From an optimization exercise on the open Yosys and OpenROAD flow, aimed at small area, a short achievable clock period and few clock cycles; shortcuts taken in it are not production practice. Where RTL was checked, it was by simulation tests only, not by an equivalence proof against the original. Function not checked in run 2: the RTL went through the layout flow alone. Power figures rest on the tool's default switching activity, not on a simulated workload.

$ cat flow/config.mk
export PLATFORM = sky130hd
export DESIGN_NAME = double_clap_toggle_detector
export DESIGN_NICKNAME = double_clap_toggle_detector
export VERILOG_FILES = /design/flow/design.v
export SDC_FILE = /design/flow/constraint.sdc
export NUM_CORES = 4
export LEC_CHECK = 0
export CAP_MARGIN = 20
export CORE_MARGIN = 2
export CORE_UTILIZATION = 40
export PLACE_DENSITY = 0.6
export SETUP_SLACK_MARGIN = 3.2
export SLEW_MARGIN = 20
export SYNTH_HIERARCHICAL = 1
export SYNTH_MINIMUM_KEEP_SIZE = 100
$ cat flow/constraint.sdc
create_clock -name core_clock -period 5.5 [get_ports {clk}]
set_input_delay 1.1000 -clock core_clock [delete_from_list [all_inputs] [get_ports {clk}]]
set_output_delay 1.1000 -clock core_clock [all_outputs]
set_load 0.01 [all_outputs]
$ cat flow/design.v
package dctd_pkg;
  localparam int STAMP_W = 32;
  localparam int GAP_W   = 16;
  localparam int PADDR_W = 3;
  localparam int DEPTH   = 16;
  localparam logic [GAP_W-1:0] MIN_GAP_RESET = 16'd400;
  localparam logic [GAP_W-1:0] MAX_GAP_RESET = 16'd1000;
  localparam int QDEPTH = 8;
  localparam logic REG_MIN_GAP = 1'b0;
  localparam logic REG_MAX_GAP = 1'b1;
endpackage
module dctd_ring (
  input  logic                                              clk,
  input  logic                                              push,     
  input  logic                                              rotate,   
  input  logic [dctd_pkg::STAMP_W-1:0]                      din,
  output logic [dctd_pkg::DEPTH-1:0][dctd_pkg::STAMP_W-1:0] slot
);
  localparam int N = dctd_pkg::DEPTH;
  always_ff @(posedge clk) begin
    if (push || rotate) begin
      slot[0] <= rotate ? slot[N-1] : din;
      for (int e = 1; e < N; e++) slot[e] <= slot[e-1];
    end
  end
endmodule
module dctd_win (
  input  logic [15:0]      v_hi,
  input  logic [15:0]      v_lo,
  input  logic [15:0]      s_hi,
  input  logic [15:0]      s_hi_far,  
  input  logic [3:0][15:0] b_lo,      
  output logic [2:0]       rel,       
  output logic [3:0]       c          
);
  function automatic logic gt16(input logic [15:0] a, input logic [15:0] b);
    logic [15:0] d, g;
    logic [7:0]  d1, g1;
    logic [3:0]  d2, g2;
    logic [1:0]  d3, g3;
    logic        r;
    d = a ^ b;
    g = a;
    for (int i = 0; i < 8; i++) begin
      d1[i] = d[2*i+1] | d[2*i];
      g1[i] = d[2*i+1] ? g[2*i+1] : g[2*i];
    end
    for (int i = 0; i < 4; i++) begin
      d2[i] = d1[2*i+1] | d1[2*i];
      g2[i] = d1[2*i+1] ? g1[2*i+1] : g1[2*i];
    end
    for (int i = 0; i < 2; i++) begin
      d3[i] = d2[2*i+1] | d2[2*i];
      g3[i] = d2[2*i+1] ? g2[2*i+1] : g2[2*i];
    end
    r = (d3[1] | d3[0]) & (d3[1] ? g3[1] : g3[0]);
    gt16 = r;
  endfunction
  logic [15:0] z;
  logic        upper_eq;
  logic        near;
  logic        far;
  assign z        = v_hi ^ s_hi;
  assign upper_eq = ~(|z[15:1]);
  assign near     = upper_eq && z[0];
  assign far      = (z == s_hi_far);
  assign rel[0] = s_hi[0] ? near : far;
  assign rel[1] = upper_eq && !z[0];
  assign rel[2] = s_hi[0] ? far : near;
  assign c[0] = gt16(v_lo, b_lo[0]);
  assign c[1] = gt16(b_lo[1], v_lo);
  assign c[2] = gt16(v_lo, b_lo[2]);
  assign c[3] = gt16(b_lo[3], v_lo);
endmodule
module dctd_win_fold (
  input  logic [2:0] rel,
  input  logic [3:0] c,
  input  logic [3:0] b_hi,
  output logic       hit
);
  logic       rm, rz, rp;
  logic [3:0] ok;    
  assign {rp, rz, rm} = rel;
  assign ok[0] = b_hi[0] ? (rz || rp || (rm && c[0])) : (rp || (rz && c[0]));
  assign ok[1] = b_hi[1] ? (rm && c[1])               : (rm || (rz && c[1]));
  assign ok[2] = b_hi[2] ? (rp && c[2])               : (rp || (rz && c[2]));
  assign ok[3] = b_hi[3] ? (rm || rz || (rp && c[3])) : (rm || (rz && c[3]));
  assign hit = (ok[0] && ok[1]) || (ok[2] && ok[3]);
endmodule
module dctd_ctrl (
  input  logic                         clk,
  input  logic                         rst,
  input  logic                         in_valid,
  output logic                         in_stall,
  input  logic [dctd_pkg::STAMP_W-1:0] event_time_ms,
  input  logic [dctd_pkg::GAP_W-1:0]   min_gap,
  input  logic [dctd_pkg::GAP_W-1:0]   max_gap,
  input  logic                         cfg_wr,
  output logic                         out_valid,
  input  logic                         out_stall,
  output logic                         load_on,
  output logic                         toggled
);
  localparam int N  = dctd_pkg::DEPTH;
  localparam int SW = dctd_pkg::STAMP_W;
  localparam int QD = dctd_pkg::QDEPTH;
  logic [N-1:0][SW-1:0] slot;
  logic [N-1:0]         valid;
  logic       sc_busy;
  logic [1:0] sc_ph;
  logic [4:0] sc_left;
  logic [3:0] rot;
  logic [4:0] sc_left_dec;
  logic [3:0] rot_inc;
  logic       sc_cmp;
  logic       busy_d;
  assign sc_left_dec = (sc_left != 5'd0) ? sc_left - 5'd1 : 5'd0;
  assign rot_inc     = rot + 4'd1;
  assign sc_cmp      = sc_busy && (sc_ph == 2'd2);
  assign busy_d      = cfg_wr || (sc_busy && !(sc_cmp && sc_left_dec == 5'd0 && rot_inc == 4'd0));
  always_ff @(posedge clk) begin
    if (rst) begin
      sc_busy <= 1'b0;
      sc_ph   <= '0;
      sc_left <= '0;
      rot     <= '0;
    end else begin
      sc_busy <= busy_d;
      if (sc_cmp) rot <= rot_inc;
      if (cfg_wr) begin
        sc_ph   <= '0;
        sc_left <= 5'd16;
      end else if (sc_busy) begin
        sc_ph <= (sc_ph == 2'd2) ? 2'd0 : sc_ph + 2'd1;
        if (sc_cmp) sc_left <= sc_left_dec;
      end
    end
  end
  logic          a_v;
  logic [SW-1:0] s_q;
  logic          accept;
  assign accept = in_valid && !in_stall;
  always_ff @(posedge clk) begin
    if (sc_busy) s_q <= valid[N-1] ? slot[N-1] : '0;
    else         s_q <= event_time_ms;
  end
  always_ff @(posedge clk) begin
    if (rst) a_v <= 1'b0;
    else     a_v <= accept;
  end
  logic               push;
  logic               b_v;
  logic [SW-1:0]      s2_q;
  logic               s2_zero;
  logic               same_q;
  logic [15:0]        sh_far;
  logic [3:0][15:0]   b_lo;
  logic [3:0]         b_hi;
  logic [3:0][16:0]   bnd;
  assign bnd[0] = {1'b0, s_q[15:0]} - {1'b0, max_gap};
  assign bnd[1] = {1'b0, s_q[15:0]} - {1'b0, min_gap};
  assign bnd[2] = {1'b0, s_q[15:0]} + {1'b0, min_gap};
  assign bnd[3] = {1'b0, s_q[15:0]} + {1'b0, max_gap};
  always_ff @(posedge clk) begin
    s2_q    <= s_q;
    s2_zero <= (s_q == '0);
    same_q  <= push ? (s_q == s2_q) : (s_q == slot[0]);
    sh_far  <= s_q[16] ? (s_q[31:16] ^ (s_q[31:16] + 16'd1)) : (s_q[31:16] ^ (s_q[31:16] - 16'd1));
    for (int k = 0; k < 4; k++) begin
      b_lo[k] <= bnd[k][15:0];
      b_hi[k] <= bnd[k][16];
    end
  end
  always_ff @(posedge clk) begin
    if (rst) b_v <= 1'b0;
    else     b_v <= a_v;
  end
  logic [N-2:0][2:0] rel;
  logic [N-2:0][3:0] cmp;
  logic [2:0]        rel_z;
  logic [3:0]        cmp_z;
  for (genvar e = 0; e < N - 1; e++) begin : g_win
    dctd_win u_win (
      .v_hi    (slot[e][31:16]),
      .v_lo    (slot[e][15:0]),
      .s_hi    (s2_q[31:16]),
      .s_hi_far(sh_far),
      .b_lo    (b_lo),
      .rel     (rel[e]),
      .c       (cmp[e])
    );
  end
  dctd_win u_win_zero (
    .v_hi    (16'd0),
    .v_lo    (16'd0),
    .s_hi    (s2_q[31:16]),
    .s_hi_far(sh_far),
    .b_lo    (b_lo),
    .rel     (rel_z),
    .c       (cmp_z)
  );
  assign push = b_v && !same_q;
  dctd_ring u_ring (
    .clk   (clk),
    .push  (push),
    .rotate(sc_cmp),
    .din   (s2_q),
    .slot  (slot)
  );
  logic              r_v;
  logic [N-2:0][2:0] rel_q;
  logic [N-2:0][3:0] cmp_q;
  logic [2:0]        rel_zq;
  logic [3:0]        cmp_zq;
  logic [3:0]        r_hi;
  logic              r_zero;
  logic              r_shift;
  logic              r_acc;
  logic [N-2:0]      r_incl;
  logic [N-2:0]      w;
  logic              wz;
  always_ff @(posedge clk) begin
    rel_q   <= rel;
    cmp_q   <= cmp;
    rel_zq  <= rel_z;
    cmp_zq  <= cmp_z;
    r_hi    <= b_hi;
    r_zero  <= s2_zero;
    r_shift <= push || sc_cmp;
    for (int e = 0; e < N - 1; e++) r_incl[e] <= !(sc_cmp && rot == 4'(e + 1));
  end
  for (genvar e = 0; e < N - 1; e++) begin : g_fold
    dctd_win_fold u_fold (
      .rel (rel_q[e]),
      .c   (cmp_q[e]),
      .b_hi(r_hi),
      .hit (w[e])
    );
  end
  dctd_win_fold u_fold_zero (
    .rel (rel_zq),
    .c   (cmp_zq),
    .b_hi(r_hi),
    .hit (wz)
  );
  logic         c_v;
  logic [N-2:0] w_q;
  logic         wz_q;
  logic         c_zero;
  logic         shift_a;   
  logic         shift_b;   
  logic         sc_acc;
  logic [N-2:0] incl;
  logic [N:0]   vbits;
  logic [N-2:0] vold;
  logic [N-2:0] w_sel;
  logic         w_any;
  logic         fold;
  logic         dup;
  logic         written;
  logic         hit;
  logic         clr_q;
  logic         pair_q;
  logic         load_q;
  logic [N:0]   v_clr;
  logic [N:0]   v_res;
  logic         res_v;
  logic [1:0]   res_q;
  always_ff @(posedge clk) begin
    w_q     <= w;
    wz_q    <= wz;
    c_zero  <= r_zero;
    shift_a <= r_shift;
    shift_b <= push || sc_cmp;
    incl    <= r_incl;
  end
  assign vold = shift_a ? (shift_b ? vbits[N:2] : vbits[N-1:1])
                        : (shift_b ? vbits[N-1:1] : vbits[N-2:0]);
  for (genvar e = 0; e < N - 1; e++) begin : g_sel
    assign w_sel[e] = incl[e] && (vold[e] ? w_q[e] : wz_q);
  end
  assign w_any   = |w_sel;
  assign fold    = clr_q ? wz_q : w_any;
  assign dup     = (vold[0] && !clr_q) ? !shift_a : c_zero;
  assign written = c_v && !dup;
  assign hit     = written && (pair_q || fold);
  assign v_clr = clr_q ? '0 : vbits;
  assign v_res = v_clr | ({{N{1'b0}}, written} << shift_b);
  always_ff @(posedge clk) begin
    if (rst) begin
      r_v    <= 1'b0;
      r_acc  <= 1'b0;
      c_v    <= 1'b0;
      sc_acc <= 1'b0;
      clr_q  <= 1'b0;
      pair_q <= 1'b0;
      load_q <= 1'b0;
      res_v  <= 1'b0;
      vbits  <= '0;
    end else begin
      r_v    <= b_v;
      r_acc  <= sc_cmp && rot != 4'd0 && !cfg_wr;
      c_v    <= r_v;
      sc_acc <= r_acc && !cfg_wr;
      clr_q  <= hit;
      res_v  <= written;
      if (cfg_wr)               pair_q <= 1'b0;
      else if (sc_acc && w_any) pair_q <= 1'b1;
      else if (hit)             pair_q <= 1'b0;
      if (hit) load_q <= !load_q;
      if (sc_cmp)    vbits <= {v_res[N-1], v_res[N-2:0], v_res[N-1]};
      else if (push) vbits <= {v_res[N-1:0], 1'b0};
      else           vbits <= v_res;
    end
  end
  assign valid = vbits[N-1:0];
  always_ff @(posedge clk) begin
    res_q <= {load_q ^ hit, hit};
  end
  logic [QD-1:0][1:0] q;
  logic [QD-1:0][1:0] q_keep;
  logic [QD-1:0][1:0] q_pop;
  logic [3:0]         cnt;
  logic [3:0]         cnt_c;
  logic [3:0]         base;
  logic               pop;
  logic               stall_d;
  assign pop   = out_valid && !out_stall;
  assign cnt_c = cnt + {3'b0, res_v};
  assign base  = cnt + {3'b0, res_v} + {3'b0, c_v} + {3'b0, r_v} + {3'b0, b_v} + {3'b0, a_v};
  for (genvar i = 0; i < QD; i++) begin : g_q
    assign q_keep[i] = (res_v && cnt == 4'(i)) ? res_q : q[i];
    if (i < QD - 1) begin : g_next
      assign q_pop[i] = (res_v && cnt == 4'(i + 1)) ? res_q : q[i+1];
    end else begin : g_last
      assign q_pop[i] = q[i];
    end
  end
  always_ff @(posedge clk) begin
    q <= pop ? q_pop : q_keep;
  end
  assign stall_d = accept ? (base >= 4'(QD - 1)) : (base >= 4'(QD));
  always_ff @(posedge clk) begin
    if (rst) begin
      cnt       <= '0;
      out_valid <= 1'b0;
      in_stall  <= 1'b0;
    end else begin
      cnt       <= pop ? cnt_c - 4'd1 : cnt_c;
      out_valid <= pop ? (cnt_c >= 4'd2) : (cnt_c != 4'd0);
      in_stall  <= busy_d || stall_d;
    end
  end
  assign load_on = q[0][1];
  assign toggled = q[0][0];
endmodule
module double_clap_toggle_detector (
  input  logic                         clk,
  input  logic                         rst,
  input  logic                         psel,
  input  logic                         penable,
  input  logic                         pwrite,
  input  logic [dctd_pkg::PADDR_W-1:0] paddr,
  input  logic [31:0]                  pwdata,
  output logic [31:0]                  prdata,
  output logic                         pready,
  input  logic                         in_valid,
  output logic                         in_stall,
  input  logic [dctd_pkg::STAMP_W-1:0] event_time_ms,
  output logic                         out_valid,
  input  logic                         out_stall,
  output logic                         load_on,
  output logic                         toggled
);
  localparam int GW = dctd_pkg::GAP_W;
  logic [GW-1:0] min_gap_ms;
  logic [GW-1:0] max_gap_ms;
  logic          cfg_wr;
  assign pready = 1'b1;
  assign cfg_wr = psel && penable && pwrite;
  always_ff @(posedge clk) begin
    if (rst) begin
      min_gap_ms <= dctd_pkg::MIN_GAP_RESET;
      max_gap_ms <= dctd_pkg::MAX_GAP_RESET;
    end else if (cfg_wr) begin
      if (paddr[2] == dctd_pkg::REG_MAX_GAP) max_gap_ms <= pwdata[GW-1:0];
      else                                   min_gap_ms <= pwdata[GW-1:0];
    end
  end
  logic [GW-1:0] rd_q;
  always_ff @(posedge clk) begin
    if (rst) rd_q <= (paddr[2] == dctd_pkg::REG_MAX_GAP) ? dctd_pkg::MAX_GAP_RESET : dctd_pkg::MIN_GAP_RESET;
    else     rd_q <= (paddr[2] == dctd_pkg::REG_MAX_GAP) ? max_gap_ms : min_gap_ms;
  end
  assign prdata = {{(32-GW){1'b0}}, rd_q};
  dctd_ctrl u_ctrl (
    .clk          (clk),
    .rst          (rst),
    .in_valid     (in_valid),
    .in_stall     (in_stall),
    .event_time_ms(event_time_ms),
    .min_gap      (min_gap_ms),
    .max_gap      (max_gap_ms),
    .cfg_wr       (cfg_wr),
    .out_valid    (out_valid),
    .out_stall    (out_stall),
    .load_on      (load_on),
    .toggled      (toggled)
  );
endmodule
$ cat flow/run.sh
#!/bin/bash
# synth_recipe.tcl (not shown) runs the flow's synth.tcl, then flattens the netlist and writes it again
# the make line also repeats each setting of config.mk as NAME=value (left out here)
make -C /OpenROAD-flow-scripts/flow DESIGN_CONFIG=/design/flow/config.mk WORK_HOME=/design/flow/orfs CLKGATE_MAP_FILE= SYNTH_SCRIPT=/design/flow/synth_recipe.tcl finish
==> key figures, run 1 <==
Clock network
  • Clk Latency, worst-skew pair: between 700 and 800 ps
  • CTS H-Tree Depth: 3
  • CTS tree: yes
  • Sinks on Clock Net: approximately 940
  • Clock tree buffer depth: 3
  • Root Buffer: clkbuf_16
  • Worst-path clk slew: approximately 70 ps
  • Num CTS Buffers: ~100

Worst setup path
  • Most used cell, CP: fa_2
  • CP startpoint kind: flip-flop
  • Slowest CP cell: fa_1
  • Worst reg-to-reg setup slack: around 3100 ps
  • Crit Path Category: reg2reg
  • CP required: slightly above 6000 ps
  • CP max FO: 2
  • Crit Reg-Reg Startpoint: u_ctrl.a_v
  • CP Capture Type: flip-flop
  • Worst r2r dst: u_ctrl.in_stall
  • Worst EP arrival: a little over 3000 ps
  • Critical-path cell list: fa_1 > inv_1 > fa_2 > fa_2 > xor2_1 > or4_1 > a31oi_1
  • FF-to-FF path depth: 7
  • CP max stage delay: roughly 530 ps

Logic synthesis
  • #FFs+latches synth: between 900 and 1k
  • Number of distinct library cells after synthesis: 86
  • Post-Syn Area: 0.06062 mm2
  • Yosys warns: 10
  • Synth top area cells: edfxtp_1 (26%), dfxtp_1 (14%), xor2_1 (9.6%)
  • Synth async-reset ratio: 0%
  • EDFF count, synth: approximately 520
  • Sequential share of the synthesized area: 39.43%
  • Syn Area/Cell: a little over 10 um2
  • Synth area leader: edfxtp_1
  • Share of Yosys cell area claimed by the top area cell type: between 20% and 30%
  • Cells after Synth: ~6.0k
  • Most common flop cell mapped by yosys: edfxtp_1

Floorplan
  • Die Wd: between 300 and 400 um
  • Starting Density: a little over 40%
  • IO Count: 111
  • Core area: between 0.15 and 0.2 mm2
  • Vert. Die Dim: 393.3 um
  • Rows: 142
  • Die area: 0.1547 mm2

GRT
  • Busiest layer in global routing: met2
  • Met1 usage: around a third
  • Total gr overflow: 0
  • First-pass GRT wire length: 298.7 mm
  • Met2 Use GR: around two fifths
  • Initial antenna violation count: 11
  • Total track usage: 25.83%
  • Pin count of the biggest net entering global routing: 96
  • GR Util met3: roughly 4.2%
  • Vias in the first global route: ~45k

Timing
  • Unrepaired setup endpoints after global routing: yes
  • Final hold viol count: 0
  • Final Max Tran Viols: 0
  • Fin Clk Skew: 40.70 ps
  • Final setup TNS: 0 ps
  • Setup ws final: 3075 ps
  • Fin crit share: between 40% and 50%
  • Achievable Freq: a little over 400 MHz
  • Relative slew margins: between 30 and 40%
  • Actual slew at the worst max-slew pin: roughly 1000 ps
  • Min Clock Period, post-route: roughly 2400 ps
  • Setup Viol. Count Final: 0

Drt
  • Drt first-iter violations: between 4k and 5k
  • Post-DR vias/cell: 5.710
  • WL per Instance: 24.82 um
  • Routed Antenna Nets: 0
  • Drt drc: 0
  • Routed WL: just over 200 mm
  • Pre-antenna DRT Iters: 5
  • Via total after detailed routing: 47.41k

Run
  • MaxCap Viol Count: 0

Finish
  • Layout Nets: 6366
  • Area of the multi-input gates: 0.03512 mm2
  • Fillers: between 10k and 15k
  • Layout area overhead: 14.67%
  • Util after Layout: 46.30%
  • Seq. cell area: around 0.024 mm2
  • Share of layout cells above drive strength 1: approximately 15%

Place
  • Hpwl dp: about 140 mm
  • GP Congestion: 0.9023
  • Dpl ws: between 2000 and 2500 ps
  • Port Buffers: between 70 and 80

Hold path
  • Hold endpoint: u_ctrl.incl[11]
  • WHS Path Cells: 0
  • Hold WC Path Type: reg2reg
  • HP Start: u_ctrl.r_incl[11]

Outcome
  • Status: timing/DRC/antenna clean

Power and ir drop
  • Largest vdd supply drop: 287.5 uV
  • Cell Pwr Density: 329.6 mW/mm2
  • P_leak: 0.02489 uW
[Yosys stat by module, one instance, submodules excluded]
module                       area [um2]  copies in the design
dctd_win                           1677                    16
dctd_ring                         15920                     1
double_clap_toggle_detector        2034                     1
dctd_ctrl                         15840                     1
[flip-flops by register name (all words and copies together), names as in the netlist, 3 cells and up]
| name | flops |
|---|---|
| u_ctrl.b_lo | 62 |
| max_gap_ms | 16 |
| rd_q | 16 |
| u_ctrl.cmp_zq | 4 |
| min_gap_ms | 16 |
| u_ctrl.q | 16 |
| u_ctrl.r_hi | 4 |
| u_ctrl.rel_zq | 3 |
| u_ctrl.vbits | 17 |
| u_ctrl.b_hi | 4 |
| u_ctrl.cmp_q | 60 |
| u_ctrl.r_incl | 15 |
| u_ctrl.incl | 15 |
| u_ctrl.s2_q | 32 |
| u_ctrl.s_q | 32 |
| u_ctrl.w_q | 15 |
| u_ctrl.cnt | 4 |
| u_ctrl.u_ring.slot | 512 |
| u_ctrl.sc_left | 5 |
| u_ctrl.rot | 4 |
| u_ctrl.rel_q | 45 |
| u_ctrl.sh_far | 15 |
[layout make-up]
| type | instances | share of cell area, % |
|---|---|---|
| diodes | 3 | 0.01080 |
| clock buffers | 150 | 4.390 |
| clock inverters | 47 | 0.6930 |
| inverters | 372 | 2.047 |
| multi-input cells | 4499 | 50.53 |
| flip-flops and latches | 936 | 34.74 |
| well taps | 2016 | 3.629 |
| repair buffers | 279 | 3.955 |
| repair inverters | 1 | 0.007200 |
[worst max-delay path by stage]
| stage | startpoint | endpoint | cells after the start |
|---|---|---|---|
| finish | u_ctrl.a_v | u_ctrl.in_stall | 7 |
| global route | u_ctrl.a_v | u_ctrl.in_stall | 7 |
| CTS | u_ctrl.a_v | u_ctrl.in_stall | 6 |
| detailed placement | paddr[2] | min_gap_ms[9] | 3 |
| global placement | paddr[2] | min_gap_ms[14] | 3 |
| floorplan | u_ctrl.sc_busy | u_ctrl.u_ring.slot[0] | 8 |
[layer usage]
layer,wire length [um],vias to the layer above,part of all wire (%)
met5,0,-,0
met4,8928,0,4.3
met3,17550,438,8.5
met2,92480,2207,45
met1,87100,23274,42
li1,-,21494,-
[kinds of logic after synthesis]
logic type | count (synthesis) | share of synthesized area (%)
compound gates | 831 | 9.550
xor+xnor | 1237 | 17.90
fa+ha+maj | 627 | 11.16
buf+inv | 656 | 5.110
flops | 936 | 39.43
mux | 148 | 2.741
other cells | 4 | 0.02476
simple gates | 1559 | 14.08
[where the power goes]
part	total (uW)	internal, uW	switching (uW)
registers	8890	7900	984
logic	6790	2890	3910
clock network	7230	4120	3110
total	22900	14900	8000
[timing repair]
| action | in CTS | in global routing |
|---|---|---|
| resized for setup | 316 | 150 |
| setup endpoints to repair | 731 | 458 |
| pin swaps | 30 | 43 |
| buffers inserted | 45 | 48 |
| hold buffers | 0 | 0 |
| cloned | 5 | 3 |
[worst max-delay path: cells and delay by family, from the launching register on]
kind	cells	cell delay [ps]
AOI/OAI and AO/OA	1	140
xor gates and xnor gates	1	170
adders and majority gates	3	1240
buffers and inverters	1	50
DFF	1	330
and+or+nand+nor	1	410
[cell usage after synthesis (63+ instances only)]
library cell and instances:
dfxtp_1 420, nor3_1 85, ha_1 91, clkbuf_1 109
buf_4 129, maj3_1 384, a22o_1 63, mux2i_1 94
nor2b_1 196, nor2_1 290, edfxtp_1 516, nand2_1 252
xor2_1 666, o21ai_0 191, xnor2_1 570, nor4_1 164
nand4_1 123, nand2b_1 230, inv_1 353, maj3_2 144
a21oi_1 176
[through the flow]
step                      hold WS [ps]  power, uW  cell area, um2  cells
after global routing             327.9      23750           69510   8300
after global placement           310.7      15120           63650   8002
after CTS                        319.2      22650           68390   8249
after floorplan                  309.6      13120           61170   6088
final                            318.2      22910           69510   8303
after detailed placement         312.1      15220           63650   8002
[layout by cell type (no fill, tap or decap), drive strengths merged, types with 166 or more instances in the layout]
cell	count
o21ai	210
xnor2	571
nor2	290
buf	220
maj3	528
nor2b	197
nand2b	230
inv	375
a21oi	176
edfxtp	516
nand2	253
nor4	166
xor2	666
dfxtp	420
Testbench counts, summed over its fixed seeds: cycles 3,248.
==> run 2: changes to the inputs <==
--- a/flow/design.v
+++ b/flow/design.v
@@ -191,13 +191,13 @@
     );
   end
-  dctd_win u_win_zero (
-    .v_hi    (16'd0),
-    .v_lo    (16'd0),
-    .s_hi    (s2_q[31:16]),
-    .s_hi_far(sh_far),
-    .b_lo    (b_lo),
-    .rel     (rel_z),
-    .c       (cmp_z)
-  );
+  logic z_upper;
+  assign z_upper  = ~(|s2_q[31:17]);
+  assign rel_z[0] = s2_q[16] ? z_upper : (s2_q[31:16] == sh_far);
+  assign rel_z[1] = z_upper && !s2_q[16];
+  assign rel_z[2] = s2_q[16] && (s2_q[31:16] == sh_far);
+  assign cmp_z[0] = 1'b0;
+  assign cmp_z[1] = |b_lo[1];
+  assign cmp_z[2] = 1'b0;
+  assign cmp_z[3] = |b_lo[3];
   assign push = b_v && !same_q;
   dctd_ring u_ring (
@@ -323,10 +323,9 @@
   logic [3:0]         cnt;
   logic [3:0]         cnt_c;
-  logic [3:0]         base;
+  logic [3:0]         base;   
   logic               pop;
   logic               stall_d;
   assign pop   = out_valid && !out_stall;
   assign cnt_c = cnt + {3'b0, res_v};
-  assign base  = cnt + {3'b0, res_v} + {3'b0, c_v} + {3'b0, r_v} + {3'b0, b_v} + {3'b0, a_v};
   for (genvar i = 0; i < QD; i++) begin : g_q
     assign q_keep[i] = (res_v && cnt == 4'(i)) ? res_q : q[i];
@@ -342,4 +341,8 @@
   assign stall_d = accept ? (base >= 4'(QD - 1)) : (base >= 4'(QD));
   always_ff @(posedge clk) begin
+    if (rst) base <= '0;
+    else     base <= base + {3'b0, accept} - {3'b0, pop} - {3'b0, c_v && !written};
+  end
+  always_ff @(posedge clk) begin
     if (rst) begin
       cnt       <= '0;
--- a/flow/config.mk
+++ b/flow/config.mk
@@ -10,5 +10,5 @@
 export CORE_UTILIZATION = 40
 export PLACE_DENSITY = 0.6
-export SETUP_SLACK_MARGIN = 3.2
+export SETUP_SLACK_MARGIN = 3.3
 export SLEW_MARGIN = 20
 export SYNTH_HIERARCHICAL = 1
==> key figures, run 2 <==
Power and ir drop
  • P_leak: 0.02501 uW (+0.48%)
  • Seq pwr share: 39.1% (+0.3 points)
  • Part of the power in the clock network: 31.3% (-0.3 points)
  • Largest vdd supply drop: 302.3 uV (+5.1%)
  • Pint: 15100 uW (+1.3%)
  • Cell Pwr Density: 335.3 mW/mm2 (+1.7%)
  • Switch Pwr: 8115 uW (+1.4%)
  • Sw Share: 34.96% (+0.038 points)
  • Comb pwr share: 29.6% (about the same)

Place
  • GP Congestion: 0.8961 (-0.69%)
  • Hpwl dp: 135.6 mm (-3.0%)
  • Port Buffers: 75 (unchanged)

Drt
  • Drt drc: 0 (unchanged)
  • Via total after detailed routing: 46.07k (-2.8%)
  • WL per Instance: 25.32 um (+2.0%)
  • Pre-antenna DRT Iters: 6 (+1)
  • Post-DR vias/cell: 5.726 (+0.28%)
  • Routed WL: 203.7 mm (-1.1%)
  • Routed Antenna Nets: 0 (unchanged)
  • Drt first-iter violations: 4604 (-7.3%)

Logic synthesis
  • Sequential share of the synthesized area: 40.52% (+1.1 points)
  • Cell with the most instances after synthesis: xor2_1
  • Post-Syn Area: 0.05909 mm2 (-2.5%)
  • Largest family of logic cells by synthesized area: XOR/XNOR gates
  • #FFs+latches synth: 938 (+0.21%)
  • Syn Area/Cell: 10.23 um2 (+1.2%)
  • Most common flop cell mapped by yosys: edfxtp_1
  • Post-Synth XOR/XNOR Area: 17.64% (-0.26 points)
  • Share of Yosys cell area claimed by the top area cell type: 26.22% (+0.66 points)
  • EDFF count, synth: 516 (unchanged)
  • Synth top area cells: edfxtp_1 (26%), dfxtp_1 (14%), xor2_1 (9.2%)
  • Number of distinct library cells after synthesis: 84 (-2.3%)
  • Commonest cells post-synth: xor2_1 (624), xnor2_1 (566), edfxtp_1 (516), dfxtp_1 (422), maj3_1 (361)
  • Synth area leader: edfxtp_1
  • Cells after Synth: 5778 (-3.7%)
  • Adder-cell share of the synthesized area: 10.96% (-0.20 points)
  • Post-synthesis mux area share: 3.325% (+0.58 points)
  • Synth Area in Compound Gates: 8.997% (-0.55 points)
  • Synth async-reset ratio: 0% (unchanged)
  • Yosys warns: 10 (unchanged)
  • Simple-gate portion of the synthesized area: 13.54% (-0.54 points)

Worst setup path
  • CP max FO: 7 (+5)
  • Most used cell, CP: nor2_1
  • CP Capture Type: flip-flop
  • Worst EP arrival: 3150 ps (+90 ps)
  • Critical-path cell list: buf_12 > mux2i_1 > nor2_1 > nor2_1 > o21ai_1 > nand2_1 > fa_2 > ha_4 > ha_4 > inv_2 > fa_2 > nor2_1
  • Crit Reg-Reg Startpoint: u_ctrl.r_shift
  • CP startpoint kind: flip-flop
  • Slowest CP cell: fa_2
  • Crit path from: u_ctrl.r_shift
  • Crit Path Category: reg2reg
  • CP required: 6090 ps (-40 ps)
  • CP max stage delay: 570 ps (+40 ps)

Finish
  • Most flop-heavy register: u_ctrl.u_ring.slot
  • Biggest regs: u_ctrl.u_ring.slot (512), u_ctrl.b_lo (62), u_ctrl.cmp_q (60)
  • Layout area overhead: 17.17%
  • Largest register FFs: 512 (unchanged)
  • Layout Nets: 6200 (-2.6%)
  • Commonest non-fill, non-tap cell in the layout: xor2_1
  • Share of layout cells above drive strength 1: 17.71% (+2.5 points)
  • Commonest cells after routing, fill and taps aside: xor2_1 (620), xnor2_1 (562), edfxtp_1 (516)
  • Util after Layout: 47.05% (+0.75 points)
  • Fillers: 13.50k (-2.8%)

Floorplan
  • Rows: 141 (-0.70%)
  • Vert. Die Dim: 388.3 um (-1.3%)
  • IO Count: 111 (unchanged)
  • Core area: 0.1471 mm2 (-2.0%)
  • Die area: 0.1508 mm2 (-2.5%)
  • Starting Density: 40.16% (-0.22 points)
  • Die Wd: 388.3 um (-1.3%)

Clock network
  • Sinks on Clock Net: 938 (+0.21%)
  • Root Buffer: clkbuf_16
  • Clk Latency, worst-skew pair: 770 ps (+20 ps)
  • CTS tree: yes
  • Num CTS Buffers: 103 (-0.96%)
  • Worst-path clk slew: 70 ps (about the same)
  • CTS H-Tree Depth: 3 (unchanged)
  • Clock tree buffer depth: 3 (unchanged)

GRT
  • First-pass GRT wire length: 294.9 mm (-1.3%)
  • Total track usage: 26.09% (+0.25 points)
  • Total gr overflow: 0 (unchanged)
  • Vias in the first global route: 44.44k (-1.2%)
  • Initial antenna violation count: 6 (-5)
  • Pin count of the biggest net entering global routing: 96 (unchanged)

Timing
  • Actual slew at the worst max-slew pin: 1166 ps (+148.6 ps)
  • Min Clock Period, post-route: 2563 ps (+138.8 ps)
  • Unrepaired setup endpoints after global routing: yes
  • Final setup TNS: 0 ps (unchanged)
  • Fin crit share: 46.61% (+2.5 points)
  • Final hold viol count: 0 (unchanged)
  • Achievable Freq: 390.1 MHz (-5.4%)
  • Fin Clk Skew: 37.70 ps (-2.997 ps)
  • Relative slew margins: 21.58% (-11 points)
  • Final Max Tran Viols: 0 (unchanged)
  • Setup Viol. Count Final: 0 (unchanged)

Run
  • MaxCap Viol Count: 0 (unchanged)

Outcome
  • Status: timing/DRC/antenna clean

Hold path
  • HP Start: u_ctrl.b_hi[3]
  • Hold WC Path Type: reg2reg
-- run 2: cell types whose count changed in the layout (fill, tap and decap cells not counted), sizes merged, moves of 10 or more --
cell    before  now
buf        220  317
conb        94   32
inv        375  365
maj3       528  496
mux2        54   74
nand2      253  219
nand2b     230  216
o21ai      210  196
o221ai      32   15
xor2       666  624
-- run 2: modules after synthesis, one instance, submodules excluded --
module / flops+latches / copies in the design / cells
dctd_win: 0 / 15 / 227
dctd_ring: 512 / 1 / 549
double_clap_toggle_detector: 48 / 1 / 199
dctd_ctrl: 378 / 1 / 1625
-- run 2: cell type report --
cell class | count | area [um2] | share of cell area (%)
Clock inverter | 50 | 516.7 | 0.7464
Clock buffer | 146 | 3022 | 4.364
Antenna cell | 1 | 2.502 | 0.003614
Tap cell | 1930 | 2415 | 3.488
Multi-Input combinational cell | 4239 | 33880 | 48.93
Inverter | 359 | 1395 | 2.015
Timing Repair inverter | 1 | 16.27 | 0.02349
Timing Repair Buffer | 381 | 3839 | 5.545
Sequential cell | 938 | 24150 | 34.88
-- run 2: cell families after synthesis --
kind of cell,count (synthesis)
buffers and inverters,632
multiplexers,175
AND/OR/NAND/NOR,1466
AO/OA/AOI/OAI,775
flip-flops,938
XOR/XNOR,1190
other,3
adder cells (fa/ha/maj),599
-- run 2: timing repair --
| action | 4_1_cts | 5_1_grt |
|---|---|---|
| resized for setup | 360 | 185 |
| pin swaps | 77 | 115 |
| hold buffers | 0 | 0 |
| setup endpoints to repair | 738 | 191 |
| cloned | 13 | 4 |
| buffers inserted | 99 | 72 |
-- run 2: power by group through the flow --
stage / clock, uW / sequential (uW) / combinational [uW]
CTS: 7340 / 9040 / 6540
finish: 7260 / 9070 / 6880
detailed placement: 0 / 9210 / 6110
floorplan: 0 / 9200 / 3990
global route: 7610 / 9090 / 7330
global placement: 0 / 9200 / 6020
-- run 2: stage by stage --
step	std cells	cell area, um2	total power (uW)	hold slack, ps	setup slack, ps
finish	8045	69230	23220	322.0	2937
global route	8044	69230	24030	328.5	2800
CTS	7968	67760	22920	321.7	2904
detailed placement	7660	62070	15320	312.1	1791
global placement	7660	62070	15210	313.0	1781
floorplan	5807	59540	13190	309.6	118.7
-- run 2: worst paths after layout --
check,to,slack (ps),cells past startpoint
setup / recovery,u_ctrl.base[2],2940,12
hold / removal,u_ctrl.r_hi[3],320,0
setup reg to reg,u_ctrl.base[2],2940,12
hold reg to reg,u_ctrl.r_hi[3],320,0
-- run 2: metal layers --
metal | part of all wire (%) | global-route usage [%]
met1 | 42 | 35.34
met2 | 44 | 40.40
met3 | 9.4 | 5.470
met4 | 4.5 | 10.71
met5 | 0.0034 | 0
-- run 2: worst max-delay path: cells and delay by family (launching register included) --
kind                       cells  cell delay [ps]
DFF                            1              360
and+or+nand+nor                4              280
buffers and inverters          2              170
adders and majority gates      4             1320
muxes                          1              130
AOI/OAI and AO/OA              1              140
==> run 3: changes to the inputs <==
--- a/flow/design.v
+++ b/flow/design.v
@@ -323,4 +323,5 @@
   logic [3:0]         cnt;
   logic [3:0]         cnt_c;
+  logic               drop_q;
   logic [3:0]         base;   
   logic               pop;
@@ -342,5 +343,9 @@
   always_ff @(posedge clk) begin
     if (rst) base <= '0;
-    else     base <= base + {3'b0, accept} - {3'b0, pop} - {3'b0, c_v && !written};
+    else     base <= base + {3'b0, accept} - {3'b0, pop} - {3'b0, drop_q};
+  end
+  always_ff @(posedge clk) begin
+    if (rst) drop_q <= 1'b0;
+    else     drop_q <= c_v && !written;
   end
   always_ff @(posedge clk) begin
--- a/flow/config.mk
+++ b/flow/config.mk
@@ -10,5 +10,5 @@
 export CORE_UTILIZATION = 40
 export PLACE_DENSITY = 0.6
-export SETUP_SLACK_MARGIN = 3.3
+export SETUP_SLACK_MARGIN = 3.2
 export SLEW_MARGIN = 20
 export SYNTH_HIERARCHICAL = 1
==> key figures, run 3 <==
Outcome
  • Status: timing/DRC/antenna clean

Power and ir drop
  • Cell Pwr Density: 331.5 mW/mm2 (-1.1%)
  • Comb pwr share: 29.5% (about the same)
  • Pint: 14790 uW (-2.1%)
  • Part of the power in the clock network: 31.8% (+0.5 points)
  • Seq pwr share: 38.7% (-0.4 points)
  • Tot Pwr: 22490 uW (-3.1%)
  • Switch Pwr: 7703 uW (-5.1%)
  • Largest vdd supply drop: 288.9 uV (-4.5%)
  • Sw Share: 34.25% (-0.71 points)
  • P_leak: 0.02426 uW (-3.0%)

Place
  • Total placed cells including tap cells: 7622 (-0.50%)
  • Hpwl dp: 129.3 mm (-4.6%)
  • Port Buffers: 75 (unchanged)
  • GP Congestion: 0.8796 (-1.8%)

Logic synthesis
  • Yosys warns: 10 (unchanged)
  • Synth area leader: edfxtp_1
  • #FFs+latches synth: 939 (+0.11%)
  • Synth async-reset ratio: 0% (unchanged)
  • Sequential share of the synthesized area: 40.62% (+0.097 points)
  • Most common flop cell mapped by yosys: edfxtp_1
  • Cells after Synth: 5771 (-0.12%)
  • Commonest cells post-synth: xor2_1 (625), xnor2_1 (565), edfxtp_1 (516), dfxtp_1 (423), maj3_1 (361)
  • Syn Area/Cell: 10.22 um2 (about the same)
  • Post-Syn Area: 0.05900 mm2 (-0.15%)
  • Cell with the most instances after synthesis: xor2_1
  • Synth top area cells: edfxtp_1 (26%), dfxtp_1 (14%), xor2_1 (9.3%)
  • Share of Yosys cell area claimed by the top area cell type: 26.26% (+0.041 points)
  • EDFF count, synth: 516 (unchanged)
  • Number of distinct library cells after synthesis: 82 (-2.4%)

GRT
  • Initial antenna violation count: 3 (-3)
  • Total gr overflow: 0 (unchanged)
  • Total track usage: 24.36% (-1.7 points)
  • Vias in the first global route: 42.40k (-4.6%)
  • Pin count of the biggest net entering global routing: 95 (-1.0%)
  • First-pass GRT wire length: 280.3 mm (-5.0%)

Finish
  • Layout area overhead: 15.00%
  • Fillers: 13.50k (+0.022%)
  • Largest register FFs: 512 (unchanged)
  • Seq. cell area: 0.02414 mm2 (about the same)
  • Util after Layout: 46.44% (-0.61 points)
  • Antenna Cells: 0 (-1)
  • Area of the multi-input gates: 0.03385 mm2 (about the same)
  • Most flop-heavy register: u_ctrl.u_ring.slot
  • Commonest non-fill, non-tap cell in the layout: xor2_1
  • Commonest cells after routing, fill and taps aside: xor2_1 (621), xnor2_1 (557), edfxtp_1 (516)
  • Cell Count, Final, Fillers Out: 7930 (-1.4%)
  • Layout Nets: 6099 (-1.6%)
  • Biggest regs: u_ctrl.u_ring.slot (512), u_ctrl.b_lo (62), u_ctrl.cmp_q (60)
  • Share of layout cells above drive strength 1: 15.95% (-1.8 points)

Clock network
  • Root Buffer: clkbuf_16
  • Worst-path clk slew: 60 ps (about the same)
  • CTS H-Tree Depth: 3 (unchanged)
  • Num CTS Buffers: 105 (+1.9%)
  • CTS tree: yes
  • Clk Latency, worst-skew pair: 740 ps (-30 ps)
  • Sinks on Clock Net: 939 (+0.11%)
  • Clock tree buffer depth: 3 (unchanged)

Floorplan
  • Rows: 140 (-0.71%)
  • Vert. Die Dim: 388.0 um (about the same)
  • IO Count: 111 (unchanged)
  • Die Wd: 388.0 um (about the same)
  • Starting Density: 40.38% (+0.22 points)
  • Die area: 0.1506 mm2 (-0.15%)
  • Core area: 0.1461 mm2 (-0.71%)

Timing
  • Relative slew margins: 24.47% (+2.9 points)
  • Actual slew at the worst max-slew pin: 1133 ps (-33.30 ps)
  • Unrepaired setup endpoints after global routing: yes
  • Achievable Freq: 411.1 MHz (+5.4%)
  • Final setup TNS: 0 ps (unchanged)
  • Fin crit share: 44.23% (-2.4 points)
  • Fin Clk Skew: 51.42 ps (+13.72 ps)
  • Final hold viol count: 0 (unchanged)
  • Final Max Tran Viols: 0 (unchanged)
  • Min Clock Period, post-route: 2433 ps (-130.6 ps)
  • Setup Viol. Count Final: 0 (unchanged)

Drt
  • Drt drc: 0 (unchanged)
  • WL per Instance: 24.08 um (-4.9%)
  • Routed Antenna Nets: 0 (unchanged)
  • Drt first-iter violations: 5087 (+10%)
  • Routed WL: 190.9 mm (-6.3%)
  • Via total after detailed routing: 44.59k (-3.2%)
  • Post-DR vias/cell: 5.623 (-1.8%)
  • Pre-antenna DRT Iters: 6 (unchanged)

Run
  • MaxCap Viol Count: 0 (unchanged)

Worst setup path
  • CP Capture Type: flip-flop
  • CP required: 6130 ps (+40 ps)
  • CP startpoint kind: flip-flop
  • CP max FO: 3 (-4)
  • Crit Path Category: reg2reg
  • Worst reg-to-reg setup slack: 3070 ps (+130 ps)
  • Worst r2r dst: u_ctrl.b_hi[1]
  • Worst EP arrival: 3060 ps (-90 ps)
  • FF-to-FF path depth: 12 (unchanged)
  • Crit Reg-Reg Startpoint: min_gap_ms[0]

Hold path
  • WHS Path Cells: 0 (unchanged)
  • Hold endpoint: u_ctrl.incl[1]
  • HP Start: u_ctrl.r_incl[1]
  • Hold WC Path Type: reg2reg
[run 3: cell types whose count changed after synthesis, moves of 5 or more]
cell	change
a22o_1	+6
a22oi_1	-5
a31oi_1	+10
clkbuf_1	-6
mux2_2	-9
mux2i_1	-21
nand2_1	-17
nand3_1	-5
nor2_1	+17
nor3_1	+5
nor4_1	+5
o221ai_1	+7
o221ai_2	+5
or3_1	+5
[run 3: metrics by stage]
stage / setup WS, ps / instance area, um2 / hold slack (ps)
detailed placement: 1904 / 61650 / 312.1
global route: 2950 / 67850 / 328.2
finish: 3067 / 67850 / 322.5
CTS: 3115 / 66740 / 324.3
global placement: 1905 / 61650 / 311.4
floorplan: 226.2 / 59270 / 309.6
[run 3: power groups by stage]
| stage | sequential [uW] | clock, uW | combinational (uW) |
|---|---|---|---|
| after global routing | 8760 | 7500 | 7090 |
| after detailed placement | 8870 | 0 | 6080 |
| after global placement | 8860 | 0 | 5990 |
| after CTS | 8710 | 7230 | 6390 |
| after floorplan | 9180 | 0 | 3900 |
| final | 8710 | 7140 | 6640 |
[run 3: final cells by class]
cell class              instances  share of cell area (%)
well taps                    1917                   3.535
clock buffers                 167                   4.762
repair inverters                1                0.009221
multi-input cells            4240                   49.89
clock inverters                31                  0.3744
repair buffers                278                   3.843
inverters                     357                   2.006
flip-flops and latches        939                   35.57
[run 3: kinds of logic after synthesis]
family,Yosys count,synth area share [%]
xor+xnor,1191,17.69
mux,145,2.789
compound gates,783,9.162
fa+ha+maj,599,10.98
simple gates,1487,13.79
buf+inv,624,4.956
other cells,3,0.01909
flops,939,40.62
[run 3: Yosys stat by module (local to each module, per instance)]
module / flip-flops and latches / times used / area, um2 / cells
dctd_ring: 512 / 1 / 15920 / 549
dctd_ctrl: 379 / 1 / 15890 / 1618
dctd_win: 0 / 15 / 1677 / 227
double_clap_toggle_detector: 48 / 1 / 2034 / 199
[run 3: critical path, stage by stage (launching register included)]
cell,delay [ps]
dfxtp_4,350
buf_6,120
ha_4,150
fa_2,410
nor2b_2,140
o21ai_2,80
a21boi_2,230
o21ai_4,90
a311oi_2,260
buf_4,170
nor3b_2,50
o21bai_1,170
a21oi_1,80
[run 3: worst max path at each step]
stage	startpoint	end	slack (ps)	cells past startpoint
after floorplan	u_ctrl.sc_busy	u_ctrl.u_ring.slot[0]	230	7
after global placement	out_stall	u_ctrl.base[3]	1900	10
after detailed placement	out_stall	u_ctrl.base[2]	1900	9
after CTS	u_ctrl.s_q[16]	u_ctrl.sh_far[15]	3120	12
after global routing	min_gap_ms[0]	u_ctrl.b_hi[1]	2950	12
final	min_gap_ms[0]	u_ctrl.b_hi[1]	3070	12
[run 3: what timing repair did]
item,CTS,global route
pin swaps,61,86
endpoints found under the setup margin,761,303
setup buffers,57,46
hold buffers,0,0
gates cloned,6,1
resized for setup,358,171
[run 3: routing by layer]
metal,up-vias,GRT usage [%],routed length (um)
li1,20595,-,-
met3,282,4.564,14680
met2,1717,38.62,86630
met1,21991,34.25,84900
met4,4,5.674,4681
met5,-,0,23
Testbench counts of run 3, summed over its fixed seeds: cycles 3,248.
==> run 4: changes to the inputs <==
--- a/flow/config.mk
+++ b/flow/config.mk
@@ -8,6 +8,8 @@
 export CAP_MARGIN = 20
 export CORE_MARGIN = 2
-export CORE_UTILIZATION = 40
-export PLACE_DENSITY = 0.6
+export CORE_UTILIZATION = 60
+export CTS_CLUSTER_DIAMETER = 80
+export CTS_CLUSTER_SIZE = 20
+export PLACE_DENSITY = 0.78
 export SETUP_SLACK_MARGIN = 3.2
 export SLEW_MARGIN = 20
==> key figures, run 4 <==
Drt
  • Routed Antenna Nets: 0 (unchanged)
  • Drt first-iter violations: 5236 (+2.9%)
  • Drt drc: 0 (unchanged)
  • Post-DR vias/cell: 6.380 (+13%)
  • Via total after detailed routing: 45.97k (+3.1%)
  • Routed WL: 183.3 mm (-4.0%)
  • WL per Instance: 25.44 um (+5.6%)
  • Pre-antenna DRT Iters: 6 (unchanged)

Logic synthesis
  • Synth top area cells: edfxtp_1 (26%), dfxtp_1 (14%), xor2_1 (9.3%)
  • Yosys warns: 10 (unchanged)
  • Synth area leader: edfxtp_1
  • Most common flop cell mapped by yosys: edfxtp_1
  • Share of Yosys cell area claimed by the top area cell type: 26.26% (unchanged)
  • Cell with the most instances after synthesis: xor2_1
  • Commonest cells post-synth: xor2_1 (625), xnor2_1 (565), edfxtp_1 (516), dfxtp_1 (423), maj3_1 (361)
  • #FFs+latches synth: 939 (unchanged)
  • Synth async-reset ratio: 0% (unchanged)
  • Cells after Synth: 5771 (unchanged)
  • Syn Area/Cell: 10.22 um2 (unchanged)
  • Number of distinct library cells after synthesis: 82 (unchanged)
  • EDFF count, synth: 516 (unchanged)
  • Sequential share of the synthesized area: 40.62% (unchanged)
  • Post-Syn Area: 0.05900 mm2 (unchanged)

GRT
  • Initial antenna violation count: 5 (+2)
  • Total track usage: 34.65% (+10 points)
  • Pin count of the biggest net entering global routing: 113 (+19%)
  • Total gr overflow: 0 (unchanged)
  • First-pass GRT wire length: 269.5 mm (-3.8%)
  • Vias in the first global route: 43.72k (+3.1%)

Timing
  • Min Clock Period, post-route: 2418 ps (-14.95 ps)
  • Final Max Tran Viols: 0 (unchanged)
  • Fin Clk Skew: 42.86 ps (-8.559 ps)
  • Final hold viol count: 0 (unchanged)
  • Unrepaired setup endpoints after global routing: yes
  • Relative slew margins: 21.64% (-2.8 points)
  • Achievable Freq: 413.6 MHz (+0.62%)
  • Actual slew at the worst max-slew pin: 1175 ps (+42.42 ps)
  • Hold slack: 319.1 ps (-3.316 ps)
  • Fin crit share: 43.96% (-0.27 points)
  • Final setup TNS: 0 ps (unchanged)
  • Setup ws final: 3082 ps (+14.95 ps)
  • Setup Viol. Count Final: 0 (unchanged)

Power and ir drop
  • Part of the power in the clock network: 22.9% (-8.9 points)
  • Seq pwr share: 44.5% (+5.8 points)
  • Pint: 12750 uW (-14%)
  • P_leak: 0.02329 uW (-4.0%)
  • Cell Pwr Density: 306.1 mW/mm2 (-7.7%)
  • Sw Share: 35.81% (+1.6 points)
  • Comb pwr share: 32.6% (+3.1 points)
  • Switch Pwr: 7111 uW (-7.7%)
  • Largest vdd supply drop: 267.1 uV (-7.5%)

Place
  • Hpwl dp: 122.8 mm (-5.0%)
  • Total placed cells including tap cells: 6988 (-8.3%)
  • GP Congestion: 0.9623 (+9.4%)
  • Dpl ws: 1911 ps (+7.040 ps)
  • Port Buffers: 75 (unchanged)

Worst setup path
  • CP max FO: 4 (+1)
  • Crit Path Category: reg2reg
  • CP Capture Type: flip-flop
  • Critical-path cell list: buf_6 > inv_6 > ha_4 > fa_2 > nor2b_2 > o21ai_2 > a21boi_2 > o21ai_2 > a311oi_2 > nor3b_2 > nor2_1 > xor2_1
  • Worst EP arrival: 3030 ps (-30 ps)
  • Slowest CP cell: dfxtp_4
  • CP required: 6120 ps (about the same)
  • CP max stage delay: 400 ps (about the same)
  • CP startpoint kind: flip-flop
  • Most used cell, CP: o21ai_2

Clock network
  • Clk Latency, worst-skew pair: 710 ps (-30 ps)
  • CTS H-Tree Depth: 2 (-1)
  • Hold-fix buffers, CTS: 0 (unchanged)
  • Clock tree buffer depth: 3 (unchanged)
  • Num CTS Buffers: 57 (-46%)
  • Sinks on Clock Net: 939 (unchanged)
  • CTS tree: yes
  • Worst-path clk slew: 90 ps (+30 ps)
  • Root Buffer: clkbuf_16

Floorplan
  • Rows: 115 (-18%)
  • Core area: 0.09799 mm2 (-33%)
  • IO Count: 111 (unchanged)
  • Die area: 0.1009 mm2 (-33%)
  • Starting Density: 60.21% (+20 points)
  • Vert. Die Dim: 317.6 um (-18%)
  • Die Wd: 317.6 um (-18%)

Outcome
  • Status: timing/DRC/antenna clean

Hold path
  • Hold WC Path Type: reg2reg

Finish
  • Most flop-heavy register: u_ctrl.u_ring.slot
  • Largest register FFs: 512 (unchanged)
  • Commonest non-fill, non-tap cell in the layout: xor2_1
  • Share of layout cells above drive strength 1: 14.05% (-1.9 points)
  • Biggest regs: u_ctrl.u_ring.slot (512), u_ctrl.b_lo (62), u_ctrl.cmp_q (60)
  • Commonest cells after routing, fill and taps aside: xor2_1 (625), xnor2_1 (561), edfxtp_1 (516)
  • Layout area overhead: 9.974%
  • Layout Nets: 6043 (-0.92%)
  • Cell Count, Final, Fillers Out: 7205 (-9.1%)

Run
  • MaxCap Viol Count: 0 (unchanged)
## run 4: per-stage QoR
stage               total power (uW)  util [%]  cell area [um2]
floorplan                      13080         -            59270
global placement               14730     62.06            60810
detailed placement             14910     62.07            60820
CTS                            19510     64.99            63680
global route                   20530     66.20            64870
finish                         19860     66.21            64880
## run 4: repair_timing
item | CTS | global route
resized for setup | 289 | 161
setup endpoints to repair | 727 | 449
gates cloned | 8 | 2
setup buffers | 40 | 56
hold endpoints to repair | 0 | 0
pin swaps | 41 | 81
## run 4: routing by layer
| metal | wire (um) | up-vias | GRT usage, % |
|---|---|---|---|
| met2 | 83530 | 2562 | 56.08 |
| li1 | - | 20443 | - |
| met1 | 70720 | 22256 | 43.86 |
| met5 | 23 | - | 0.2364 |
| met3 | 18070 | 701 | 7.413 |
| met4 | 10920 | 4 | 17.58 |
## run 4: logic make-up (layout without fill, tap and decap cells)
family | after synthesis | count (layout) | share of synthesized area (%)
compound gates | 783 | 783 | 9.162
fa+ha+maj | 599 | 599 | 10.98
xor+xnor | 1191 | 1191 | 17.69
flops | 939 | 939 | 40.62
simple gates | 1487 | 1490 | 13.79
other cells | 3 | 37 | 0.01909
mux | 145 | 145 | 2.789
buf+inv | 624 | 734 | 4.956
## run 4: Yosys stat by module (local to each module, per instance)
module	cells	flip-flops and latches
dctd_win	227	0
double_clap_toggle_detector	199	48
dctd_ring	549	512
dctd_ctrl	1618	379
## run 4: area by class of cell
class | instances | area [um2]
Fill cell | 7320 | 33110
Antenna cell | 5 | 12.51
Clock buffer | 93 | 1603
Multi-Input combinational cell | 4240 | 33440
Timing Repair inverter | 2 | 15.01
Clock inverter | 13 | 118.9
Timing Repair Buffer | 269 | 2566
Tap cell | 1287 | 1610
Sequential cell | 939 | 24140
Inverter | 357 | 1375
## run 4: power groups by stage
stage | clock network (uW) | logic (uW) | registers (uW)
6_report | 4540 | 6480 | 8840
5_1_grt | 4800 | 6860 | 8870
3_5_place_dp | 0 | 5930 | 8970
4_1_cts | 4560 | 6130 | 8820
3_3_place_gp | 0 | 5780 | 8950
2_1_floorplan | 0 | 3900 | 9180
## run 4: path summary, 6_finish.rpt
path,start,endpoint,slack [ps],cells after the start
max,u_ctrl.s_q[0],u_ctrl.b_lo[30],3080,12
min,u_ctrl.r_incl[5],u_ctrl.incl[5],320,0
max reg2reg,u_ctrl.s_q[0],u_ctrl.b_lo[30],3080,12
min reg2reg,u_ctrl.r_incl[5],u_ctrl.incl[5],320,0
## run 4: worst max-delay path: cells and delay by family, from the launching register on
family / cells / cell delay [ps]
AOI/OAI and AO/OA: 4 / 730
adders and majority gates: 2 / 510
DFF: 1 / 400
and+or+nand+nor: 3 / 390
buffers and inverters: 2 / 160
xor gates and xnor gates: 1 / 150
==> run 5: changes to the inputs <==
--- a/flow/config.mk
+++ b/flow/config.mk
@@ -8,8 +8,8 @@
 export CAP_MARGIN = 20
 export CORE_MARGIN = 2
-export CORE_UTILIZATION = 60
+export CORE_UTILIZATION = 50
 export CTS_CLUSTER_DIAMETER = 80
 export CTS_CLUSTER_SIZE = 20
-export PLACE_DENSITY = 0.78
+export PLACE_DENSITY = 0.7
 export SETUP_SLACK_MARGIN = 3.2
 export SLEW_MARGIN = 20
==> key figures, run 5 <==
Outcome
  • Status: timing/DRC/antenna clean

Drt
  • WL per Instance: 24.41 um (-4.0%)
  • Pre-antenna DRT Iters: 6 (unchanged)
  • Routed Antenna Nets: 0 (unchanged)
  • Routed WL: 181.8 mm (-0.77%)
  • Drt drc: 0 (unchanged)
  • Drt first-iter violations: 5221 (-0.29%)
  • Via total after detailed routing: 44.86k (-2.4%)
  • Post-DR vias/cell: 6.023 (-5.6%)

Power and ir drop
  • Seq pwr share: 42.8% (-1.7 points)
  • Comb pwr share: 33.4% (+0.8 points)
  • Pint: 12880 uW (+1.1%)
  • Part of the power in the clock network: 23.9% (+1.0 points)
  • P_leak: 0.02336 uW (+0.31%)
  • Sw Share: 35.72% (-0.094 points)
  • Cell Pwr Density: 306.6 mW/mm2 (+0.18%)
  • Switch Pwr: 7158 uW (+0.65%)
  • Tot Pwr: 20040 uW (+0.92%)
  • Largest vdd supply drop: 322.3 uV (+21%)

Logic synthesis
  • Synth top area cells: edfxtp_1 (26%), dfxtp_1 (14%), xor2_1 (9.3%)
  • Share of Yosys cell area claimed by the top area cell type: 26.26% (unchanged)
  • Yosys warns: 10 (unchanged)
  • EDFF count, synth: 516 (unchanged)
  • Cells after Synth: 5771 (unchanged)
  • Post-Syn Area: 0.05900 mm2 (unchanged)
  • Synth async-reset ratio: 0% (unchanged)
  • Number of distinct library cells after synthesis: 82 (unchanged)
  • Commonest cells post-synth: xor2_1 (625), xnor2_1 (565), edfxtp_1 (516), dfxtp_1 (423), maj3_1 (361)
  • Most common flop cell mapped by yosys: edfxtp_1
  • Cell with the most instances after synthesis: xor2_1
  • #FFs+latches synth: 939 (unchanged)
  • Synth area leader: edfxtp_1
  • Syn Area/Cell: 10.22 um2 (unchanged)
  • Sequential share of the synthesized area: 40.62% (unchanged)

Clock network
  • Clock tree buffer depth: 3 (unchanged)
  • Num CTS Buffers: 59 (+3.5%)
  • CTS H-Tree Depth: 2 (unchanged)
  • Root Buffer: clkbuf_16
  • CTS tree: yes
  • Sinks on Clock Net: 939 (unchanged)
  • Clk Latency, worst-skew pair: 740 ps (+30 ps)
  • Worst-path clk slew: 90 ps (about the same)

GRT
  • First-pass GRT wire length: 269.0 mm (-0.20%)
  • Vias in the first global route: 42.47k (-2.8%)
  • Pin count of the biggest net entering global routing: 95 (-16%)
  • Total gr overflow: 0 (unchanged)
  • Initial antenna violation count: 2 (-3)
  • Total track usage: 28.95% (-5.7 points)

Run
  • MaxCap Viol Count: 0 (unchanged)

Worst setup path
  • CP required: 6090 ps (-30 ps)
  • Worst r2r dst: u_ctrl.cmp_q[40]
  • CP startpoint kind: flip-flop
  • Crit Path Category: reg2reg
  • Worst reg-to-reg setup slack: 3120 ps (+40 ps)
  • FF-to-FF path depth: 7 (-5)
  • CP Capture Type: flip-flop
  • CP max FO: 30 (+26)
  • Crit Reg-Reg Startpoint: u_ctrl.b_lo[11]
  • Worst EP arrival: 2970 ps (-60 ps)

Finish
  • Biggest regs: u_ctrl.u_ring.slot (512), u_ctrl.b_lo (62), u_ctrl.cmp_q (60)
  • Layout area overhead: 10.78%
  • Most flop-heavy register: u_ctrl.u_ring.slot
  • Antenna Cells: 0 (-5)
  • Layout Nets: 6043 (unchanged)
  • Share of layout cells above drive strength 1: 14.17% (+0.12 points)
  • Largest register FFs: 512 (unchanged)
  • Commonest cells after routing, fill and taps aside: xor2_1 (623), xnor2_1 (560), edfxtp_1 (516)
  • Commonest non-fill, non-tap cell in the layout: xor2_1

Floorplan
  • IO Count: 111 (unchanged)
  • Die Wd: 347.5 um (+9.4%)
  • Vert. Die Dim: 347.5 um (+9.4%)
  • Rows: 126 (+9.6%)
  • Starting Density: 50.16% (-10 points)
  • Die area: 0.1208 mm2 (+20%)
  • Core area: 0.1176 mm2 (+20%)

Timing
  • Final Max Tran Viols: 0 (unchanged)
  • Unrepaired setup endpoints after global routing: yes
  • Final hold viol count: 0 (unchanged)
  • Fin crit share: 43.23% (-0.73 points)
  • Final setup TNS: 0 ps (unchanged)
  • Setup Viol. Count Final: 0 (unchanged)
  • Hold slack: 313.7 ps (-5.410 ps)
  • Fin Clk Skew: 51.83 ps (+8.971 ps)
  • Min Clock Period, post-route: 2377 ps (-40.42 ps)
  • Relative slew margins: 25.06% (+3.4 points)
  • Actual slew at the worst max-slew pin: 1123 ps (-52.83 ps)
  • Achievable Freq: 420.6 MHz (+1.7%)

Place
  • Port Buffers: 75 (unchanged)
  • Hpwl dp: 123.8 mm (+0.77%)
  • GP Congestion: 0.9011 (-6.4%)

Hold path
  • HP Start: u_ctrl.b_hi[3]
  • Hold WC Path Type: reg2reg
  • Hold endpoint: u_ctrl.r_hi[3]
  • WHS Path Cells: 0 (unchanged)
[run 5: area by class of cell]
class / count / area (um2)
Clock inverter: 18 / 249.0
Inverter: 357 / 1361
Tap cell: 1536 / 1922
Sequential cell: 939 / 24110
Clock buffer: 90 / 1624
Timing Repair inverter: 1 / 6.256
Fill cell: 10006 / 52250
Multi-Input combinational cell: 4240 / 33620
Timing Repair Buffer: 268 / 2455
[run 5: worst max-delay path, stage by stage (launching register included)]
cell and delay (ps):
dfxtp_1 320, buf_4 310, nand2b_1 250, nand2_1 70
nor4_1 510, o21ai_0 260, a21oi_1 420, nor2_1 70
[run 5: timing repair]
| action | in CTS | in global routing |
|---|---|---|
| gates cloned | 4 | 0 |
| hold buffers | 0 | 0 |
| pin swaps | 43 | 65 |
| gates resized for setup | 303 | 189 |
| endpoints found under the hold margin | 0 | 0 |
| buffers inserted | 50 | 44 |
| endpoints found under the setup margin | 748 | 172 |
[run 5: power groups by stage]
stage	combinational [uW]	sequential, uW	clock [uW]
after floorplan	3900	9180	0
after detailed placement	6160	8730	0
final	6690	8570	4780
after global routing	7110	8620	5080
after CTS	6390	8560	4840
after global placement	6020	8720	0
[run 5: how the worst max path moves through the flow]
stage / start / end / slack (ps)
floorplan: u_ctrl.sc_busy / u_ctrl.u_ring.slot[0] / 230
global placement: out_stall / u_ctrl.base[3] / 1920
detailed placement: out_stall / u_ctrl.base[2] / 1900
CTS: u_ctrl.b_lo[63] / u_ctrl.cmp_q[31] / 3100
global route: u_ctrl.shift_a / u_ctrl.load_q / 2980
finish: u_ctrl.b_lo[11] / u_ctrl.cmp_q[40] / 3120
[run 5: logic make-up after synthesis]
family | count (synthesis) | synth area share [%]
other cells | 3 | 0.01909
xor+xnor | 1191 | 17.69
compound gates | 783 | 9.162
simple gates | 1487 | 13.79
fa+ha+maj | 599 | 10.98
buf+inv | 624 | 4.956
mux | 145 | 2.789
flops | 939 | 40.62
[run 5: routing by layer]
metal	part of all wire, %	wire, um	GRT usage, %	vias up
li1	-	-	-	20447
met1	43	77380	40.41	21915
met5	0	0	0	-
met3	9.3	16880	5.413	364
met2	45	82010	45.39	2136
met4	3.1	5573	9.135	0
[run 5: metrics by stage]
step / setup slack [ps] / utilization (%) / cells / area, um2
CTS: 3096 / 54.57 / 7405 / 64180
detailed placement: 1898 / 52.04 / 7243 / 61200
global route: 2984 / 55.57 / 7449 / 65360
global placement: 1917 / 52.03 / 7243 / 61200
finish: 3123 / 55.57 / 7449 / 65360
floorplan: 226.2 / - / 5800 / 59270
[run 5: modules after synthesis, one instance, submodules excluded]
| module | copies in the design | flip-flops and latches | area, um2 |
|---|---|---|---|
| dctd_ctrl | 1 | 379 | 15890 |
| dctd_ring | 1 | 512 | 15920 |
| double_clap_toggle_detector | 1 | 48 | 2034 |
| dctd_win | 15 | 0 | 1677 |

==> what the ideal ports hide <==
No port has a modelled driver above. Below, the same layouts with a new extraction and two added sets of constraints.
Step 1 assumes that a clkbuf_16 drives the clock port and a buf_2 every other input.
Step 2 also shifts input and output timing later by t, the mid clock arrival at the registers, as if the neighbouring blocks saw the same clock.
Three values: ideal, step 1, step 2; two values: the first two.
run | t, ns | setup WS [ns] | latest minus earliest clock arrival (ns) | pins driven straight from the clock port
run 1 | 0.814 | 3.075 / 3.066 / 2.473 | 0.048 / 0.048 | 1
run 2 | 0.829 | 2.937 / 2.937 / 2.180 | 0.039 / 0.039 | 1
run 3 | 0.802 | 3.067 / 3.067 / 2.501 | 0.059 / 0.060 | 1
run 4 | 0.764 | 3.082 / 3.082 / 2.555 | 0.045 / 0.045 | 1
run 5 | 0.794 | 3.123 / 3.123 / 2.516 | 0.062 / 0.063 | 1
After both steps setup and hold are still met in every run listed. The setup slack of run 2, which loses most, moves by 0.000 ns with the drivers and by -0.757 ns with both steps.
